Source: an optimization exercise on an open RTL-to-GDS flow (aim: small area). Production flows keep margins and buffers that such runs may drop. In this exercise RTL edits were held to simulation tests only and were not proved equivalent to the original. Power figures rest on the tool's default switching activity, not on a simulated workload. The clock port is modelled as an ideal driver; clocking choices that lean on that would not hold on a real chip.

==> run G <==
==> flow/design.v (excerpt) <==
module ra_packetizer #(
	parameter int VC_DEPTH_BITS = 4
) (
	input  logic        clock,
	input  logic        reset,
	input  logic [44:0] c_flit_to_send,
	input  logic        cv_send_flit,
	output logic [44:0] c_flit_received,
	output logic        cv_rec_flit,
	output logic        c_ready,
	input  logic [44:0] p_flit_to_send,
	input  logic        pv_send_flit,
	output logic [44:0] p_flit_received,
	output logic        pv_rec_flit,
	output logic        p_ready,
	output logic [44:0] from_core_flit,
	output logic        v_from_core,
	output logic [1:0]  from_core_empty,
	output logic [1:0]  from_core_full,
	input  logic [44:0] to_core_flit,
	input  logic        v_to_core,
	input  logic [1:0]  to_core_empty
);
	logic [42:0] cs_flit0, ps_flit0, ks_flit0;
	logic [41:0] cs_flit1, ps_flit1, ks_flit1;
	logic cs_v0, cs_v1, cs_ready, cs_release;
	logic ps_v0, ps_v1, ps_ready, ps_release;
	logic ks_v0, ks_v1, ks_ready, ks_release;
	logic cache_traffic;
	logic core_traffic;
	logic buf_read_en;
	logic buf_read_vc;
	logic [42:0] buf_read_word;
	logic cache_sent;
	assign cache_traffic = v_to_core && !to_core_flit[36];
	assign core_traffic = v_to_core && to_core_flit[36];
	ra_vc_buffer #(
		.VC_DEPTH_BITS(VC_DEPTH_BITS)
	) u_vc_buffer (
		.clock     (clock),
		.reset     (reset),
		.in_flit   (to_core_flit),
		.in_valid  (cache_traffic),
		.read_en   (buf_read_en),
		.read_vc   (buf_read_vc),
		.read_word (buf_read_word),
		.empty     (from_core_empty),
		.full      (from_core_full)
	);
	ra_msg_stage #(.W(42)) u_cache_stage (
		.clock         (clock),
		.reset         (reset),
		.flit_type     (c_flit_to_send[34:33]),
		.flit_rest     ({c_flit_to_send[44:35], c_flit_to_send[31:0]}),
		.flit_valid    (cv_send_flit),
		.flit0         (cs_flit0),
		.v0            (cs_v0),
		.flit1         (cs_flit1),
		.v1            (cs_v1),
		.ready         (cs_ready),
		.release_pulse (cs_release)
	);
	ra_msg_stage #(.W(42)) u_proc_stage (
		.clock         (clock),
		.reset         (reset),
  ...
==> module ra_vc_buffer, before the edit <==
module ra_vc_buffer #(
	parameter int VC_DEPTH_BITS = 4
) (
	input  logic        clock,
	input  logic        reset,
	input  logic [44:0] in_flit,
	input  logic        in_valid,
	input  logic        read_en,
	input  logic        read_vc,
	output logic [42:0] read_word,
	output logic [1:0]  empty,
	output logic [1:0]  full
);
	localparam int DEPTH = 1 << VC_DEPTH_BITS;
	logic acc;
	logic acc_vc;
	logic [42:0] in_word;
	logic [42:0] mem_of [2][DEPTH];
	logic [VC_DEPTH_BITS-1:0] rd_ptr_of [2];
	logic [1:0] take;
	assign in_word = {in_flit[44:37], in_flit[35:33], in_flit[31:0]};
	for (genvar v = 0; v < 2; v++) begin : g_chan
		logic [42:0] mem [DEPTH];
		logic [VC_DEPTH_BITS-1:0] rd_ptr;
		logic [VC_DEPTH_BITS-1:0] nx_ptr;
		logic [VC_DEPTH_BITS:0] count;
		logic [VC_DEPTH_BITS:0] count_nx;
		logic wr_hit;
		logic rd_hit;
		assign wr_hit = acc && (acc_vc == v[0]);
		assign rd_hit = read_en && (read_vc == v[0]);
		assign count_nx = count + {{VC_DEPTH_BITS{1'b0}}, wr_hit} - {{VC_DEPTH_BITS{1'b0}}, rd_hit};
		assign take[v] = in_valid && (in_flit[32] == v[0]) &&
			(count_nx != (VC_DEPTH_BITS + 1)'(DEPTH));
		assign empty[v] = (count == '0);
		assign full[v] = (count == (VC_DEPTH_BITS + 1)'(DEPTH));
		assign rd_ptr_of[v] = rd_ptr;
		for (genvar i = 0; i < DEPTH; i++) begin : g_slot
			assign mem_of[v][i] = mem[i];
		end
		always_ff @(posedge clock) begin
			if (reset) begin
				rd_ptr <= '0;
				nx_ptr <= '0;
				count <= '0;
			end else begin
				if (take[v])
					nx_ptr <= nx_ptr + 1'b1;
				if (rd_hit)
					rd_ptr <= rd_ptr + 1'b1;
				count <= count_nx;
			end
		end
		always_ff @(posedge clock) begin
			if (take[v])
				mem[nx_ptr] <= in_word;
		end
	end
	always_ff @(posedge clock) begin
		if (reset)
			acc <= 1'b0;
		else
			acc <= |take;
	end
	always_ff @(posedge clock)
		acc_vc <= in_flit[32];
	logic [42:0] rd_mux;
	always_comb begin
		rd_mux = '0;
		for (int v = 0; v < 2; v++)
			for (int i = 0; i < DEPTH; i++)
				if ((read_vc == v[0]) && (rd_ptr_of[v] == i[VC_DEPTH_BITS-1:0]))
					rd_mux = rd_mux | mem_of[v][i];
	end
	always_ff @(posedge clock) begin
		if (read_en)
			read_word <= rd_mux;
	end
endmodule
make LEC_CHECK=0 CAP_MARGIN=20 CORE_MARGIN=2 CORE_UTILIZATION=40 PLACE_DENSITY=0.6 SLEW_MARGIN=20 finish   # period 5.0 ns
run.sh (not shown) runs the stock make flow with config.mk's settings and CLKGATE_MAP_FILE= SYNTH_SCRIPT=/design/flow/synth_recipe.tcl, a recipe that flattens the netlist after the stock synthesis.
==> inputs of run E, as changes to run G <==
==> flow/flow/run.sh (new file) <==
#!/bin/bash
# Standard ORFS layout with smaller port buffers and a leaner clock tree.
set -euo pipefail
export BUFFER_PORTS_ARGS="-buffer_cell sky130_fd_sc_hd__buf_1"
export CTS_ARGS="-sink_clustering_enable -repair_clock_nets -dont_use_dummy_load -sink_clustering_size 30 -sink_clustering_max_diameter 80"
bash standard.sh finish > orfs_make.log 2>&1
==> flow/standard.sh (new file) <==
#!/bin/bash
# synth_recipe.tcl (not shown) runs the flow's synth.tcl, then flattens the netlist and writes it again
# the make line also repeats each setting of config.mk as NAME=value (left out here)
make -C /OpenROAD-flow-scripts/flow DESIGN_CONFIG=/design/flow/config.mk WORK_HOME=/design/flow/orfs CLKGATE_MAP_FILE= SYNTH_SCRIPT=/design/flow/synth_recipe.tcl "${@:-finish}"
- CAP_MARGIN: 20 -> 0
- CORE_UTILIZATION: 40 -> 65
- PLACE_DENSITY: 0.6 -> 0.75
- SLEW_MARGIN: 20 -> 0
removed: flow/run.sh
==> inputs of run K, as changes to run G <==
--- a/flow/design.v
+++ b/flow/design.v
@@ -59,2 +59,3 @@
 	localparam int DEPTH = 1 << VC_DEPTH_BITS;
+	localparam int CW = VC_DEPTH_BITS + 1;
 	logic acc;
@@ -63,4 +64,3 @@
 	logic [42:0] mem_of [2][DEPTH];
-	logic [VC_DEPTH_BITS-1:0] rd_ptr_of [2];
-	logic [1:0] take;
+	logic [CW-1:0] fill_of [2];
 	assign in_word = {in_flit[44:37], in_flit[35:33], in_flit[31:0]};
@@ -68,35 +68,28 @@
 		logic [42:0] mem [DEPTH];
-		logic [VC_DEPTH_BITS-1:0] rd_ptr;
-		logic [VC_DEPTH_BITS-1:0] nx_ptr;
-		logic [VC_DEPTH_BITS:0] count;
-		logic [VC_DEPTH_BITS:0] count_nx;
-		logic wr_hit;
+		logic [CW-1:0] fill;
+		logic acc_hit;
 		logic rd_hit;
-		assign wr_hit = acc && (acc_vc == v[0]);
+		logic take;
+		assign acc_hit = acc && (acc_vc == v[0]);
 		assign rd_hit = read_en && (read_vc == v[0]);
-		assign count_nx = count + {{VC_DEPTH_BITS{1'b0}}, wr_hit} - {{VC_DEPTH_BITS{1'b0}}, rd_hit};
-		assign take[v] = in_valid && (in_flit[32] == v[0]) &&
-			(count_nx != (VC_DEPTH_BITS + 1)'(DEPTH));
-		assign empty[v] = (count == '0);
-		assign full[v] = (count == (VC_DEPTH_BITS + 1)'(DEPTH));
-		assign rd_ptr_of[v] = rd_ptr;
-		for (genvar i = 0; i < DEPTH; i++) begin : g_slot
-			assign mem_of[v][i] = mem[i];
+		assign take = in_valid && (in_flit[32] == v[0]) &&
+			!((fill == CW'(DEPTH)) && !rd_hit);
+		assign empty[v] = (fill == {{(CW-1){1'b0}}, acc_hit});
+		assign full[v] = (fill == CW'(DEPTH)) && !acc_hit;
+		assign fill_of[v] = fill;
+		always_ff @(posedge clock) begin
+			if (reset)
+				fill <= '0;
+			else
+				fill <= fill + {{(CW-1){1'b0}}, take} - {{(CW-1){1'b0}}, rd_hit};
 		end
 		always_ff @(posedge clock) begin
-			if (reset) begin
-				rd_ptr <= '0;
-				nx_ptr <= '0;
-				count <= '0;
-			end else begin
-				if (take[v])
-					nx_ptr <= nx_ptr + 1'b1;
-				if (rd_hit)
-					rd_ptr <= rd_ptr + 1'b1;
-				count <= count_nx;
+			if (take) begin
+				mem[0] <= in_word;
+				for (int i = 1; i < DEPTH; i++)
+					mem[i] <= mem[i-1];
 			end
 		end
-		always_ff @(posedge clock) begin
-			if (take[v])
-				mem[nx_ptr] <= in_word;
+		for (genvar i = 0; i < DEPTH; i++) begin : g_slot
+			assign mem_of[v][i] = mem[i];
 		end
@@ -107,3 +100,4 @@
 		else
-			acc <= |take;
+			acc <= (in_valid && (in_flit[32] == 1'b0) && g_chan[0].take) ||
+				(in_valid && (in_flit[32] == 1'b1) && g_chan[1].take);
 	end
@@ -116,3 +110,3 @@
 			for (int i = 0; i < DEPTH; i++)
-				if ((read_vc == v[0]) && (rd_ptr_of[v] == i[VC_DEPTH_BITS-1:0]))
+				if ((read_vc == v[0]) && (fill_of[v] == CW'(i + 1)))
 					rd_mux = rd_mux | mem_of[v][i];
==> flow/flow/run.sh (new file) <==
#!/bin/bash
# The standard ORFS layout (standard.sh), changed in three ways only:
#  - synthesis maps logic with an area-oriented ABC script (flow/area.abc);
#    everything else in synthesis is synth_recipe.tcl and ORFS's synth.tcl as they are
#  - port buffers are buf_1
#  - the clock tree uses larger sink clusters and no dummy loads
set -euo pipefail
here=$(pwd)
# ORFS synth.tcl with only its ABC script replaced
sed "s#^source \$::env(SCRIPTS_DIR)/synth_preamble.tcl\$#&\nset abc_args [list -script $here/flow/area.abc {*}\$lib_args {*}\$lib_dont_use_args -constr \$::env(OBJECTS_DIR)/abc.constr]#" \
  "$FLOW_HOME/scripts/synth.tcl" > "$here/area_synth.tcl"
grep -q "flow/area.abc" "$here/area_synth.tcl"
sed "s#^source \$::env(SCRIPTS_DIR)/synth.tcl\$#source $here/area_synth.tcl#" "$here/synth_recipe.tcl" > "$here/area_synth_recipe.tcl"
grep -q "area_synth.tcl" "$here/area_synth_recipe.tcl"
sed "s#SYNTH_SCRIPT=[^ ]*synth_recipe.tcl#SYNTH_SCRIPT=$here/area_synth_recipe.tcl#" "$here/standard.sh" > "$here/area_standard.sh"
grep -q "area_synth_recipe.tcl" "$here/area_standard.sh"
export BUFFER_PORTS_ARGS="-buffer_cell sky130_fd_sc_hd__buf_1"
export CTS_ARGS="-sink_clustering_enable -repair_clock_nets -dont_use_dummy_load -sink_clustering_size 30 -sink_clustering_max_diameter 80"
bash "$here/area_standard.sh" finish > "$here/orfs_make.log" 2>&1
==> flow/flow/area.abc (new file) <==
strash
&get -n
&st
&syn2
&dch
&nf -R 1000
&st
&syn2
&dch
&nf -R 1000
&put
topo
==> flow/standard.sh (new file) <==
#!/bin/bash
# synth_recipe.tcl (not shown) runs the flow's synth.tcl, then flattens the netlist and writes it again
# the make line also repeats each setting of config.mk as NAME=value (left out here)
make -C /OpenROAD-flow-scripts/flow DESIGN_CONFIG=/design/flow/config.mk WORK_HOME=/design/flow/orfs CLKGATE_MAP_FILE= SYNTH_SCRIPT=/design/flow/synth_recipe.tcl "${@:-finish}"
- CORE_UTILIZATION: 40 -> 70
- PLACE_DENSITY: 0.6 -> 0.8
removed: flow/run.sh
==> results.yml <==
run_status:
  run_status: "timing/DRC/antenna clean"
synth:
  synth-seq-cells: 1811
  synth_area_leaders: "edfxtp_1, dfxtp_1, a22oi_1, mux2_2, a221oi_1"
layout:
  nNonClkInverters: 33
  numSequentialCells: 1811
cts:
  cts.clk_slew.worst_paths_ns: 0.06
critical_path:
  worstSetupStartpoint: "u_cache_reader.state[2]$_SDFFE_PP0P_"
placed_design:
  post_dp_cell_area_um2: 72500
drt:
  drtIter0Drc: 6181
  drtPass1Iterations: 6
# the run above: run G

==> results.yml <==
run_status:
  run_status: "timing/DRC/antenna clean"
critical_path:
  worstSetupStartpoint: "u_vc_buffer.g_chan[1].fill[1]$_SDFF_PP0_"
cts:
  cts.clk_slew.worst_paths_ns: 0.11
power:
  power.total_w: 0.0272
grt:
  grt.busiest_layer: "met2"
placed_design:
  post_dp_cell_area_um2: 65200
layout:
  numSequentialCells: 1795
drt:
  drtPass1Iterations: 11
synth:
  synth_area_leaders: "edfxtp_1, a222oi_1, dfxtp_1, a22oi_1, nand2_1"
  synth-seq-cells: 1795
# the run above: run K

==> results.yml <==
drt:
  drtPass1Iterations: 6
  drtIter0Drc: 7205
placed_design:
  post_dp_cell_area_um2: 69700
cts:
  cts.clk_slew.worst_paths_ns: 0.11
layout:
  numSequentialCells: 1811
  nNonClkInverters: 33
synth:
  synth-seq-cells: 1811
  synth_area_leaders: "edfxtp_1, dfxtp_1, a22oi_1, mux2_2, a221oi_1"
run_status:
  run_status: "timing/DRC/antenna clean"
critical_path:
  worstSetupStartpoint: "u_cache_reader.state[0]$_SDFFE_PP0P_"
# the run above: run E

what the ideal ports hide:
In the flow no input, the clock included, has a driving cell. The finished layouts below were timed again as built, in two steps.
Step 1, drivers: a clkbuf_16 drives clock and a buf_2 each remaining input, both assumed.
Step 2 moves the port delays by t, midway between the first and last clock arrival at a register: inputs arrive t later, outputs are due t later. That takes back most of the time a late clock gives input paths.
Slacks: no drivers / after step 1 / after step 2; pairs: no drivers / after step 1.
run	t (ns)	setup WS [ns]	clock arrival spread, ns	worst slew at a driven data input, ns
run G	0.914	0.521 / 0.521 / 0.521	0.070 / 0.070	0.15
run E	0.723	0.702 / 0.702 / 0.702	0.137 / 0.137	0.09
run K	0.712	1.446 / 1.446 / 1.446	0.070 / 0.071	0.12
After both steps setup and hold are still met in every run listed.
